From an optimization exercise on the open Yosys and OpenROAD flow, aimed at a short achievable clock period and few clock cycles per item; shortcuts taken in it are not production practice. In this exercise RTL edits were held to simulation tests only and were not proved equivalent to the original. The flow treats the clock pin as an ideal source, which a real chip does not have. Power is estimated from default activity; no workload was simulated.

==> flow/design.v <==
`timescale 1ns/1ps
package yRowPkg;
   typedef logic [256-1:0] rowData;        
   typedef logic [48-1:0] yEntry;       
   typedef logic [11-1:0] rowAddr;
   typedef logic [4-1:0] slotOneHot;        
   typedef logic [$clog2(4)-1:0] slotIndex;
endpackage
`timescale 1ns/1ps
`timescale 1ns/1ps
`timescale 1ns/1ps
`timescale 1ns/1ps
`timescale 1ns/1ps
module yWriteBack
(
   input logic clock,
   input logic reset,
   input logic dpDone,
   input logic cpDone,
   input yRowPkg::rowAddr diagAddr,
   input yRowPkg::rowAddr nonDiagAddr,
   input yRowPkg::slotOneHot diagSlot,
   input yRowPkg::slotOneHot nonDiagSlot,
   input yRowPkg::yEntry computedDiag,
   input yRowPkg::yEntry changeData,
   input yRowPkg::rowData readData1,
   input yRowPkg::rowData readData2,
   output yRowPkg::rowAddr readAddr1,
   output yRowPkg::rowAddr readAddr2,
   output yRowPkg::rowAddr writeAddr,
   output yRowPkg::rowData writeData,
   output logic writeEnable,
   output logic writeDone
);
   function automatic logic oneHot(input yRowPkg::slotOneHot code);
      oneHot = (code == 4'b0001) || (code == 4'b0010) || (code == 4'b0100) || (code == 4'b1000);
   endfunction
   logic busy;        
   logic idle;
   logic load1;       
   logic accept;      
   logic fresh1;      
   logic fresh2;      
   yRowPkg::rowAddr aAddr, bAddr;
   yRowPkg::slotOneHot ds1, ns1;
   yRowPkg::yEntry dv1, cv1;
   logic legal1;
   logic eqAB;
   logic [4-1:0] aKeepLo, aSelDv1, aSelCv1;
   logic aKeepHi;
   yRowPkg::rowAddr cAddr, dAddr;
   yRowPkg::slotOneHot ds2, ns2;
   yRowPkg::yEntry dv2, cv2;
   logic legal2;
   logic eqCA, eqDA, eqCB, eqDB, eqDC;
   yRowPkg::rowData row1, row2;
   logic pendA, pendB, pendC, pendD;
   logic nHitA, nHitB, nHitC, nHitD, nKill;
   logic isAIn, isBIn, isCIn, isDIn;
   logic isAReg, isBReg, isCReg, isDReg;
   logic nSrcRow1, nSrcRow2, nSrcRd1, nSrcRd2;
   yRowPkg::rowAddr nAddr;
   logic nLast;
   logic inEqCA, inEqDA, inEqCB, inEqDB, inEqDC;
   logic inLegal2;
   logic hasA, hasB, hasC, hasD;
   yRowPkg::rowData aRaw, aSet1;
   logic firstA, firstB, firstC, firstD;
   logic firstLast;
   logic curB, curA, curC;
   logic restA, restC, restD;
   logic folA, folC, folD;
   logic folLast;
   yRowPkg::rowData nRaw;
   yRowPkg::rowData nextRow;
   assign readAddr1 = diagAddr;
   assign readAddr2 = nonDiagAddr;
   assign idle = !busy;
   assign load1 = idle && dpDone && !cpDone;
   assign accept = idle && dpDone && cpDone;
   assign aRaw = fresh1 ? readData1 : row1;
   always_comb
   begin
      for (int s = 0; s < 4; s++)
      begin
         for (int b = 0; b < 48; b++)
            aSet1[s * 64 + b] = (aKeepLo[s] && aRaw[s * 64 + b])
               || (aSelDv1[s] && dv1[b]) || (aSelCv1[s] && cv1[b]);
         for (int b = 48; b < 64; b++)
            aSet1[s * 64 + b] = aKeepHi && aRaw[s * 64 + b];
      end
   end
   assign inEqCA = (diagAddr == aAddr);
   assign inEqDA = (nonDiagAddr == aAddr);
   assign inEqCB = (diagAddr == bAddr);
   assign inEqDB = (nonDiagAddr == bAddr);
   assign inEqDC = (nonDiagAddr == diagAddr);
   assign inLegal2 = oneHot(diagSlot) && oneHot(nonDiagSlot)
      && !(inEqDC && (diagSlot == nonDiagSlot));
   assign hasB = !eqAB;
   assign hasA = inEqCA || inEqDA;
   assign hasC = !inEqCA && !inEqCB;
   assign hasD = !inEqDA && !inEqDB && !inEqDC;
   assign firstB = hasB;
   assign firstA = !hasB && hasA;
   assign firstC = !hasB && !hasA && hasC;
   assign firstD = !hasB && !hasA && !hasC;
   assign firstLast = hasB ? !(hasA || hasC || hasD) : (hasA ? !(hasC || hasD) : !hasD);
   assign curB = pendB;
   assign curA = !pendB && pendA;
   assign curC = !pendB && !pendA && pendC;
   assign restA = pendA && curB;
   assign restC = pendC && (curB || curA);
   assign restD = pendD && (curB || curA || curC);
   assign folA = restA;
   assign folC = !restA && restC;
   assign folD = !restA && !restC && restD;
   assign folLast = restA ? !(restC || restD) : !(restC && restD);
   assign isAIn = firstA;
   assign isBIn = firstA ? eqAB : firstB;
   assign isCIn = firstA ? inEqCA : (firstB ? inEqCB : firstC);
   assign isDIn = firstA ? inEqDA : (firstB ? inEqDB : (firstC ? inEqDC : 1'b1));
   assign isAReg = folA;
   assign isBReg = folA && eqAB;
   assign isCReg = folA ? eqCA : folC;
   assign isDReg = folA ? eqDA : (folC ? eqDC : 1'b1);
   always_comb
   begin
      for (int i = 0; i < 256; i++)
         nRaw[i] = (nSrcRow1 && row1[i]) || (nSrcRow2 && row2[i]) || (nSrcRd1 && readData1[i])
            || (nSrcRd2 && readData2[i]);
      for (int s = 0; s < 4; s++)
      begin
         for (int b = 0; b < 48; b++)
         begin
            if (nHitC && ds2[s])
               nextRow[s * 64 + b] = dv2[b];
            else if (nHitD && ns2[s])
               nextRow[s * 64 + b] = cv2[b];
            else if (nKill)
               nextRow[s * 64 + b] = 1'b0;
            else if (nHitA && ds1[s])
               nextRow[s * 64 + b] = dv1[b];
            else if (nHitB && ns1[s])
               nextRow[s * 64 + b] = cv1[b];
            else
               nextRow[s * 64 + b] = nRaw[s * 64 + b];
         end
         for (int b = 48; b < 64; b++)
            nextRow[s * 64 + b] = !nKill && nRaw[s * 64 + b];
      end
   end
   always_ff @(posedge clock)
   begin
      if (!reset)
      begin
         busy <= 1'b0;
         fresh1 <= 1'b0;
         fresh2 <= 1'b0;
         pendA <= 1'b0;
         pendB <= 1'b0;
         pendC <= 1'b0;
         pendD <= 1'b0;
         writeEnable <= 1'b0;
         writeDone <= 1'b0;
      end
      else
      begin
         fresh1 <= load1;
         fresh2 <= accept;
         if (accept)
         begin
            busy <= 1'b1;
            pendA <= hasA;
            pendB <= hasB;
            pendC <= hasC;
            pendD <= hasD;
            writeEnable <= 1'b1;
            writeDone <= 1'b0;
         end
         else if (busy)
         begin
            busy <= !nLast;
            pendB <= 1'b0;
            if (curA)
               pendA <= 1'b0;
            if (curC)
               pendC <= 1'b0;
            if (!curB && !curA && !curC)
               pendD <= 1'b0;
            writeEnable <= 1'b1;
            writeDone <= nLast;
         end
         else
         begin
            writeEnable <= 1'b0;
            writeDone <= 1'b0;
         end
      end
   end
   always_ff @(posedge clock)
   begin
      if (!reset)
      begin
         aAddr <= '0;
         bAddr <= '0;
      end
      else if (load1)
      begin
         aAddr <= diagAddr;
         bAddr <= nonDiagAddr;
      end
   end
   always_ff @(posedge clock)
   begin
      writeData <= busy ? nextRow : aSet1;
      writeAddr <= busy ? nAddr : aAddr;
   end
   always_ff @(posedge clock)
   begin
      if (accept)
      begin
         nHitA <= legal1 && isAIn;
         nHitB <= legal1 && isBIn;
         nHitC <= inLegal2 && isCIn;
         nHitD <= inLegal2 && isDIn;
         nKill <= ((isAIn || isBIn) && !legal1) || ((isCIn || isDIn) && !inLegal2);
         nSrcRow1 <= 1'b0;
         nSrcRow2 <= firstB;
         nSrcRd1 <= (firstA && inEqCA) || firstC;
         nSrcRd2 <= (firstA && !inEqCA) || firstD;
         nAddr <= firstB ? bAddr : ((firstA ? aAddr : (firstC ? diagAddr : nonDiagAddr)));
         nLast <= firstLast;
      end
      else
      begin
         nHitA <= legal1 && isAReg;
         nHitB <= legal1 && isBReg;
         nHitC <= legal2 && isCReg;
         nHitD <= legal2 && isDReg;
         nKill <= ((isAReg || isBReg) && !legal1) || ((isCReg || isDReg) && !legal2);
         nSrcRow1 <= (folA && eqCA) || folC;
         nSrcRow2 <= (folA && !eqCA) || folD;
         nSrcRd1 <= 1'b0;
         nSrcRd2 <= 1'b0;
         nAddr <= folA ? aAddr : (folC ? cAddr : dAddr);
         nLast <= folLast;
      end
   end
   always_ff @(posedge clock)
   begin
      if (load1)
      begin
         ds1 <= diagSlot;
         ns1 <= nonDiagSlot;
         dv1 <= computedDiag;
         cv1 <= changeData;
         eqAB <= (diagAddr == nonDiagAddr);
         legal1 <= oneHot(diagSlot) && oneHot(nonDiagSlot)
            && !((diagAddr == nonDiagAddr) && (diagSlot == nonDiagSlot));
         aKeepHi <= oneHot(diagSlot) && oneHot(nonDiagSlot)
            && !((diagAddr == nonDiagAddr) && (diagSlot == nonDiagSlot));
         for (int s = 0; s < 4; s++)
         begin
            aSelDv1[s] <= diagSlot[s];
            aSelCv1[s] <= (diagAddr == nonDiagAddr) && nonDiagSlot[s];
            aKeepLo[s] <= !diagSlot[s] && !((diagAddr == nonDiagAddr) && nonDiagSlot[s]);
         end
         if (!(oneHot(diagSlot) && oneHot(nonDiagSlot)
            && !((diagAddr == nonDiagAddr) && (diagSlot == nonDiagSlot))))
         begin
            aSelDv1 <= '0;
            aSelCv1 <= '0;
            aKeepLo <= '0;
         end
      end
      if (accept)
      begin
         cAddr <= diagAddr;
         dAddr <= nonDiagAddr;
         ds2 <= diagSlot;
         ns2 <= nonDiagSlot;
         dv2 <= computedDiag;
         cv2 <= changeData;
         legal2 <= inLegal2;
         eqCA <= inEqCA;
         eqDA <= inEqDA;
         eqCB <= inEqCB;
         eqDB <= inEqDB;
         eqDC <= inEqDC;
      end
      if (fresh1 || fresh2)
      begin
         row1 <= readData1;
         row2 <= readData2;
      end
   end
endmodule
clock: 5.0 ns
lec_check: 0
abc_clock_period_in_ps: 2000
cap_margin: 20
core_area: 10 10 370 370
die_area: 0 0 380 380
setup_slack_margin: 3.0
slew_margin: 20
standard.sh (not shown) runs the stock make flow with config.mk's settings and CLKGATE_MAP_FILE= SYNTH_SCRIPT=/design/flow/synth_recipe.tcl, a recipe that flattens the netlist after the stock synthesis.
==> flow/flow/run.sh <==
#!/bin/bash
# Own layout flow: the standard ORFS flow, unchanged synthesis, with one
# extra step at the end of CTS (flow/post_cts.tcl) that tightens the paths
# through the ports, and flow/pre_final.tcl that clears its don't-touch marks
# before the final report. Each tool's output goes to a log file in this
# folder.
set -euo pipefail
WORK=$(pwd)
bash standard.sh synth > "$WORK/synth.log" 2>&1
export POST_CTS_TCL="$WORK/flow/post_cts.tcl"
export PRE_FINAL_REPORT_TCL="$WORK/flow/pre_final.tcl"
bash standard.sh > "$WORK/layout.log" 2>&1
Other scripts of this flow, unchanged in this note and not shown: flow/flow/post_cts.tcl, flow/flow/pre_final.tcl
The first run finished clean.
Testbench counts at the start, summed over its fixed seeds: cycles 93,160, pairs 24,000.
==> next run, changes <==
Settings changed: CORE_AREA 10 10 370 370 to 10 10 390 390, DIE_AREA 0 0 380 380 to 0 0 400 400.
Outcome: Hold slack improves by 0.020 ns; sequential power barely changes; wire length is higher by a few percent; design area is higher by a few percent; maximum frequency is higher by a few percent.

[separate check: timing with driven ports]
The flow's constraints put no driver on any port. The routed layouts listed below were extracted and timed again, unchanged, in two steps. Step 1: set_driving_cell puts a clkbuf_16 on clock and a buf_2 on each other input, an assumption about the parent block. Step 2 times the ports against the registers' clock, not the clock port: input delays grow and output delays shrink by t, the midpoint of the rising clock arrivals with the driver on. Three values: no drivers, after step 1, after step 2; two values: the first two.
run | t, ns | setup slack, ns | hold slack, ns | pins driven straight from the clock port
the first run | 0.820 | 2.625 / 2.625 / 1.904 | 0.464 / 0.464 / 0.464 | 1
the second run | 0.850 | 2.720 / 2.641 / 1.965 | 0.484 / 0.484 / 0.484 | 1
After both steps setup and hold are still met in every run listed. For the second run, which loses most, drivers alone change the setup slack by -0.079 ns; drivers and shift together by -0.755 ns.
